Context: an optimization exercise on an open-source flow, tuned for small area. The choices shown serve that exercise and are no tape-out recipe. Only simulation tests tie the RTL to the original design; equivalence was not proved. No activity file was given, so power comes from the tool's default toggle rates.

== JK ==
==> flow/design.v <==
`default_nettype none
package csr_pkg;
  localparam int unsigned XLEN              = 32;
  localparam int unsigned NUM_PERF_COUNTERS = 9;
  localparam logic [1:0] MXL_RV32         = 2'd1;   
  localparam int unsigned MSTATUS_MIE_BIT  = 3;
  localparam int unsigned MSTATUS_MPIE_BIT = 7;
  localparam logic [1:0] PRIV_LVL_M       = 2'd3;   
  localparam logic [1:0] PCMR_RESET       = 2'd3;   
  localparam logic [6:0] PCCR_BASE_UPPER = 7'b0111100;
  typedef enum logic [1:0] {
    CSR_OP_NONE  = 2'd0,
    CSR_OP_WRITE = 2'd1,
    CSR_OP_SET   = 2'd2,
    CSR_OP_CLEAR = 2'd3
  } csr_op_e;
  typedef enum logic [11:0] {
    CSR_MSTATUS = 12'h300,
    CSR_MISA    = 12'h301,
    CSR_MTVEC   = 12'h305,
    CSR_MEPC    = 12'h341,
    CSR_MCAUSE  = 12'h342,
    CSR_PCCR31  = 12'h79F,   
    CSR_PCER    = 12'h7A0,
    CSR_PCMR    = 12'h7A1,
    CSR_MHARTID = 12'hF14
  } csr_num_e;
  typedef enum int unsigned {
    EV_CYCLE        = 0,
    EV_INSTR        = 1,
    EV_IMISS        = 2,
    EV_LOAD         = 3,
    EV_STORE        = 4,
    EV_JUMP         = 5,
    EV_BRANCH       = 6,
    EV_BRANCH_TAKEN = 7,
    EV_COMPRESSED   = 8
  } perf_event_e;
endpackage
`default_nettype wire
`timescale 1ns/1ns
`default_nettype none
import csr_pkg::*;
module csr_unit_top #(
  parameter bit RV32E = 1'b0,
  parameter bit RV32M = 1'b1
) (
  input  logic            clk_i,
  input  logic            rst_ni,
  input  logic [csr_pkg::XLEN-1:0] boot_addr_i,
  input  logic [3:0]      core_id_i,
  input  logic [5:0]      cluster_id_i,
  input  logic            csr_access_i,
  input  logic [11:0]             csr_addr_i,
  input  logic [csr_pkg::XLEN-1:0] csr_wdata_i,
  input  logic [1:0]              csr_op_i,
  output logic [csr_pkg::XLEN-1:0] csr_rdata_o,
  input  logic [csr_pkg::XLEN-1:0] pc_if_i,
  input  logic [csr_pkg::XLEN-1:0] pc_id_i,
  input  logic            csr_save_if_i,
  input  logic            csr_save_id_i,
  input  logic            csr_save_cause_i,
  input  logic [5:0]      csr_cause_i,
  input  logic            csr_restore_mret_i,
  output logic            m_irq_enable_o,
  output logic [csr_pkg::XLEN-1:0] mepc_o,
  input  logic            if_valid_i,
  input  logic            id_valid_i,
  input  logic            is_compressed_i,
  input  logic            is_decoding_i,
  input  logic            imiss_i,
  input  logic            pc_set_i,
  input  logic            jump_i,
  input  logic            branch_i,
  input  logic            branch_taken_i,
  input  logic            mem_load_i,
  input  logic            mem_store_i
);
  localparam int unsigned NC = NUM_PERF_COUNTERS;
  localparam logic [XLEN-1:0] MISA_VALUE =
      (XLEN'(1)     <<  2)
    | (XLEN'(RV32E) <<  4)
    | (XLEN'(1)     <<  8)
    | (XLEN'(RV32M) << 12)
    | (XLEN'(MXL_RV32) << 30);
  logic            mie_q, mpie_q;
  logic [XLEN-1:0] mepc_q;
  logic [5:0]      mcause_q;
  logic [NC-1:0]   pcer_q;
  logic [1:0]      pcmr_q;
  logic [NC-1:0]   pend_q;                
  logic [NC-1:0][XLEN-1:0] cnt_q;
  logic [11:0] a;
  assign a = csr_addr_i;
  logic sel_mstatus, sel_misa, sel_mtvec, sel_mepc, sel_mcause, sel_mhartid;
  logic sel_pcer, sel_pcmr, sel_all, in_pccr;
  logic [NC-1:0] sel_cnt;
  assign sel_mstatus = (a == CSR_MSTATUS);
  assign sel_misa    = (a == CSR_MISA);
  assign sel_mtvec   = (a == CSR_MTVEC);
  assign sel_mepc    = (a == CSR_MEPC);
  assign sel_mcause  = (a == CSR_MCAUSE);
  assign sel_mhartid = (a == CSR_MHARTID);
  assign sel_pcer    = (a == CSR_PCER);
  assign sel_pcmr    = (a == CSR_PCMR);
  assign sel_all     = (a == CSR_PCCR31);
  assign in_pccr     = (a[11:5] == PCCR_BASE_UPPER);
  always_comb begin
    for (int c = 0; c < NC; c++) sel_cnt[c] = in_pccr && (a[4:0] == 5'(c));
  end
  logic [XLEN-1:0] cnt_rd;
  always_comb begin
    case (a[3:0])
      4'd0: cnt_rd = cnt_q[0];
      4'd1: cnt_rd = cnt_q[1];
      4'd2: cnt_rd = cnt_q[2];
      4'd3: cnt_rd = cnt_q[3];
      4'd4: cnt_rd = cnt_q[4];
      4'd5: cnt_rd = cnt_q[5];
      4'd6: cnt_rd = cnt_q[6];
      4'd7: cnt_rd = cnt_q[7];
      4'd8: cnt_rd = cnt_q[8];
      default: cnt_rd = '0;
    endcase
  end
  always_comb begin
    csr_rdata_o = '0;
    if (sel_mstatus) begin
      csr_rdata_o[12:11]            = PRIV_LVL_M;
      csr_rdata_o[MSTATUS_MPIE_BIT] = mpie_q;
      csr_rdata_o[MSTATUS_MIE_BIT]  = mie_q;
    end
    csr_rdata_o = csr_rdata_o
                | ({XLEN{sel_misa}}    & MISA_VALUE)
                | ({XLEN{sel_mtvec}}   & boot_addr_i)
                | ({XLEN{sel_mepc}}    & mepc_q)
                | ({XLEN{sel_mcause}}  & {mcause_q[5], 26'b0, mcause_q[4:0]})
                | ({XLEN{sel_mhartid}} & {21'b0, cluster_id_i, 1'b0, core_id_i})
                | ({XLEN{sel_pcer}}    & XLEN'(pcer_q))
                | ({XLEN{sel_pcmr}}    & XLEN'(pcmr_q));
    csr_rdata_o = csr_rdata_o | ({XLEN{in_pccr & ~a[4]}} & cnt_rd);
  end
  logic            we;
  logic [XLEN-1:0] wdata;
  assign we = csr_access_i & (csr_op_i != CSR_OP_NONE);
  always_comb begin
    unique case (csr_op_i)
      CSR_OP_SET:   wdata = csr_wdata_i | csr_rdata_o;
      CSR_OP_CLEAR: wdata = ~csr_wdata_i & csr_rdata_o;
      default:      wdata = csr_wdata_i;
    endcase
  end
  logic            mie_n, mpie_n;
  logic [XLEN-1:0] mepc_n;
  logic [5:0]      mcause_n;
  always_comb begin
    mie_n    = mie_q;
    mpie_n   = mpie_q;
    mcause_n = mcause_q;
    if (we && sel_mstatus) begin
      mie_n  = wdata[MSTATUS_MIE_BIT];
      mpie_n = wdata[MSTATUS_MPIE_BIT];
    end
    if (we && sel_mcause) mcause_n = {wdata[XLEN-1], wdata[4:0]};
    if (csr_save_cause_i) begin
      mcause_n = csr_cause_i;
      mpie_n   = mie_q;
      mie_n    = 1'b0;
    end else if (csr_restore_mret_i) begin
      mie_n  = mpie_q;
      mpie_n = 1'b1;
    end
  end
  logic mepc_s_if, mepc_s_id, mepc_s_wr, mepc_s_hold;
  assign mepc_s_if   = csr_save_cause_i & csr_save_if_i & ~csr_save_id_i;
  assign mepc_s_id   = csr_save_cause_i & ~(csr_save_if_i & ~csr_save_id_i);
  assign mepc_s_wr   = ~csr_save_cause_i & we & sel_mepc;
  assign mepc_s_hold = ~csr_save_cause_i & ~(we & sel_mepc);
  assign mepc_n = ({XLEN{mepc_s_if}} & pc_if_i) | ({XLEN{mepc_s_id}} & pc_id_i)
                | ({XLEN{mepc_s_wr}} & wdata)   | ({XLEN{mepc_s_hold}} & mepc_q);
  assign m_irq_enable_o = mie_q;
  assign mepc_o         = mepc_q;
  logic [NC-1:0] ev;
  assign ev[EV_CYCLE]        = 1'b1;
  assign ev[EV_INSTR]        = if_valid_i;
  assign ev[EV_IMISS]        = imiss_i & ~pc_set_i;
  assign ev[EV_LOAD]         = mem_load_i;
  assign ev[EV_STORE]        = mem_store_i;
  assign ev[EV_JUMP]         = jump_i;
  assign ev[EV_BRANCH]       = branch_i;
  assign ev[EV_BRANCH_TAKEN] = branch_taken_i;
  assign ev[EV_COMPRESSED]   = id_valid_i & is_decoding_i & is_compressed_i;
  logic [NC-1:0][XLEN-1:0] cnt_n;
  for (genvar c = 0; c < NC; c++) begin : g_cnt
    logic [XLEN:0]   cy;    
    logic [XLEN-1:0] inc;
    logic wr, blk;
    assign cy[0] = pend_q[c];
    assign wr    = we && (sel_cnt[c] || sel_all);
    assign blk   = pcmr_q[1] & cy[XLEN] & ~wr;
    for (genvar b = 0; b < XLEN; b++) begin : g_bit
      assign inc[b]  = cnt_q[c][b] ^ cy[b];
      assign cy[b+1] = cnt_q[c][b] & cy[b];
    end
    assign cnt_n[c] = ({XLEN{~wr}} | wdata) & (inc | {XLEN{wr | blk}});
  end
  always_ff @(posedge clk_i or negedge rst_ni) begin
    if (!rst_ni) begin
      mie_q    <= 1'b0;
      mpie_q   <= 1'b0;
      mepc_q   <= '0;
      mcause_q <= '0;
      pcer_q   <= '0;
      pcmr_q   <= PCMR_RESET;
      pend_q   <= '0;
      cnt_q    <= '0;
    end else begin
      mie_q    <= mie_n;
      mpie_q   <= mpie_n;
      mepc_q   <= mepc_n;
      mcause_q <= mcause_n;
      if (we && sel_pcer) pcer_q <= wdata[NC-1:0];
      if (we && sel_pcmr) pcmr_q <= wdata[1:0];
      pend_q   <= ev & pcer_q & {NC{pcmr_q[0]}};
      cnt_q    <= cnt_n;
    end
  end
endmodule
`default_nettype wire
Settings: LEC_CHECK=0, CAP_MARGIN=5, CORE_MARGIN=2, CORE_UTILIZATION=65, PLACE_DENSITY=0.75, SLEW_MARGIN=5; clock period 10.0 ns.
standard.sh (not shown) runs the stock make flow with config.mk's settings and CLKGATE_MAP_FILE= SYNTH_SCRIPT=/design/flow/synth_recipe.tcl, a recipe that flattens the netlist after the stock synthesis.
==> flow/flow/run.sh <==
#!/bin/bash
# The standard ORFS layout (standard.sh) with three changes:
#  - synthesis maps with an area-oriented ABC script (flow/my_synth.tcl),
#  - port buffers are buf_1 instead of the default clkdlybuf4s50_1,
#  - CTS uses larger sink clusters and no dummy loads.
set -euo pipefail
export FLOW_WORK=$PWD
export BUFFER_PORTS_ARGS="-buffer_cell sky130_fd_sc_hd__buf_1"
export CTS_ARGS="-sink_clustering_enable -repair_clock_nets -buf_list sky130_fd_sc_hd__clkbuf_16 -sink_clustering_size 30 -sink_clustering_max_diameter 70 -dont_use_dummy_load"
bash standard.sh SYNTH_SCRIPT=$PWD/flow/my_synth.tcl finish > standard.log 2>&1
==> flow/flow/abc_area.script <==
strash
balance
rewrite
refactor
balance
rewrite
rewrite -z
balance
refactor -z
rewrite -z
balance
dc2
&get -n
&dch -f
&nf -a -p -F 8 -A 8 -C 32 -R 1000
&put
==> flow/flow/my_synth.tcl <==
# The standard synthesis (synth_recipe.tcl in the work folder), with one
# change: the final ABC technology mapping uses flow/abc_area.script, an
# area-oriented script, instead of ORFS's speed script. Registers are mapped
# by dfflibmap before ABC runs, so they are the standard synthesis's.
proc abc {args} {
  set i [lsearch $args -script]
  if {$i >= 0} { lset args [expr {$i + 1}] $::env(FLOW_WORK)/flow/abc_area.script }
  yosys abc {*}$args
}
source $::env(FLOW_WORK)/synth_recipe.tcl
JK completed end to end with timing, DRC and antenna clean.
Edits applied to the flow inputs when going from JK to MS:
==> flow/flow/run.sh <==
#!/bin/bash
# The standard ORFS layout (standard.sh) with three changes:
#  - synthesis maps with an area-oriented ABC script (flow/my_synth.tcl),
#  - port buffers are buf_1 instead of the default clkdlybuf4s50_1,
#  - CTS uses larger sink clusters and no dummy loads,
#  - repairs use buffers no larger than buf_2 (flow/small_bufs.tcl).
set -euo pipefail
export FLOW_WORK=$PWD
export BUFFER_PORTS_ARGS="-buffer_cell sky130_fd_sc_hd__buf_1"
export CTS_ARGS="-sink_clustering_enable -repair_clock_nets -buf_list sky130_fd_sc_hd__clkbuf_16 -sink_clustering_size 26 -sink_clustering_max_diameter 90 -dont_use_dummy_load"
for s in GLOBAL_PLACE RESIZE CTS GLOBAL_ROUTE; do export PRE_${s}_TCL=$PWD/flow/small_bufs.tcl; done
bash standard.sh SYNTH_SCRIPT=$PWD/flow/my_synth.tcl finish > standard.log 2>&1
==> flow/flow/small_bufs.tcl (new file) <==
# Repair buffers: keep the resizer to buf_1 (clkbuf_16 stays for CTS).
set_dont_use [get_lib_cells {sky130_fd_sc_hd__buf_2 sky130_fd_sc_hd__buf_4 sky130_fd_sc_hd__buf_6 sky130_fd_sc_hd__buf_8 sky130_fd_sc_hd__buf_12 sky130_fd_sc_hd__buf_16 sky130_fd_sc_hd__bufbuf_* sky130_fd_sc_hd__dlygate* sky130_fd_sc_hd__clkdlybuf* sky130_fd_sc_hd__dlymetal* sky130_fd_sc_hd__clkbuf_1 sky130_fd_sc_hd__clkbuf_2 sky130_fd_sc_hd__clkbuf_4 sky130_fd_sc_hd__clkbuf_8}]
==> notes.md <==
Looking at the reports, JK completed the entire flow and the layout it produced met the timing, design-rule and antenna checks.
MS completed; timing, DRC and antenna clean
Looking at clock power across both flows, MS is the stronger of the two, with JK trailing.
Data-path buffer share of cell area in the final layout: JK vs MS — no meaningful difference
Compared MS vs JK, and share of the clock period used by the worst path after layout is up in MS.

==> separate check: timing with driven ports <==
No port has a modelled driver above. Below, the same layouts with a new extraction and two added sets of constraints. Step 1 assumes that a clkbuf_16 drives the clock port and a buf_2 every other input. Step 2 also shifts input and output timing later by t, the mid clock arrival at the registers, as if the neighbouring blocks saw the same clock. Three values: no drivers, after step 1, after step 2; two values: the first two.
| run | t (ns) | slack for setup (ns) | hold slack, ns |
|---|---|---|---|
| JK | 0.580 | 2.191 / 2.191 / 2.191 | 0.519 / 0.519 / 0.519 |
| MS | 0.553 | 1.850 / 1.850 / 1.850 | 0.522 / 0.522 / 0.522 |
After both steps setup and hold are still met in every run listed.
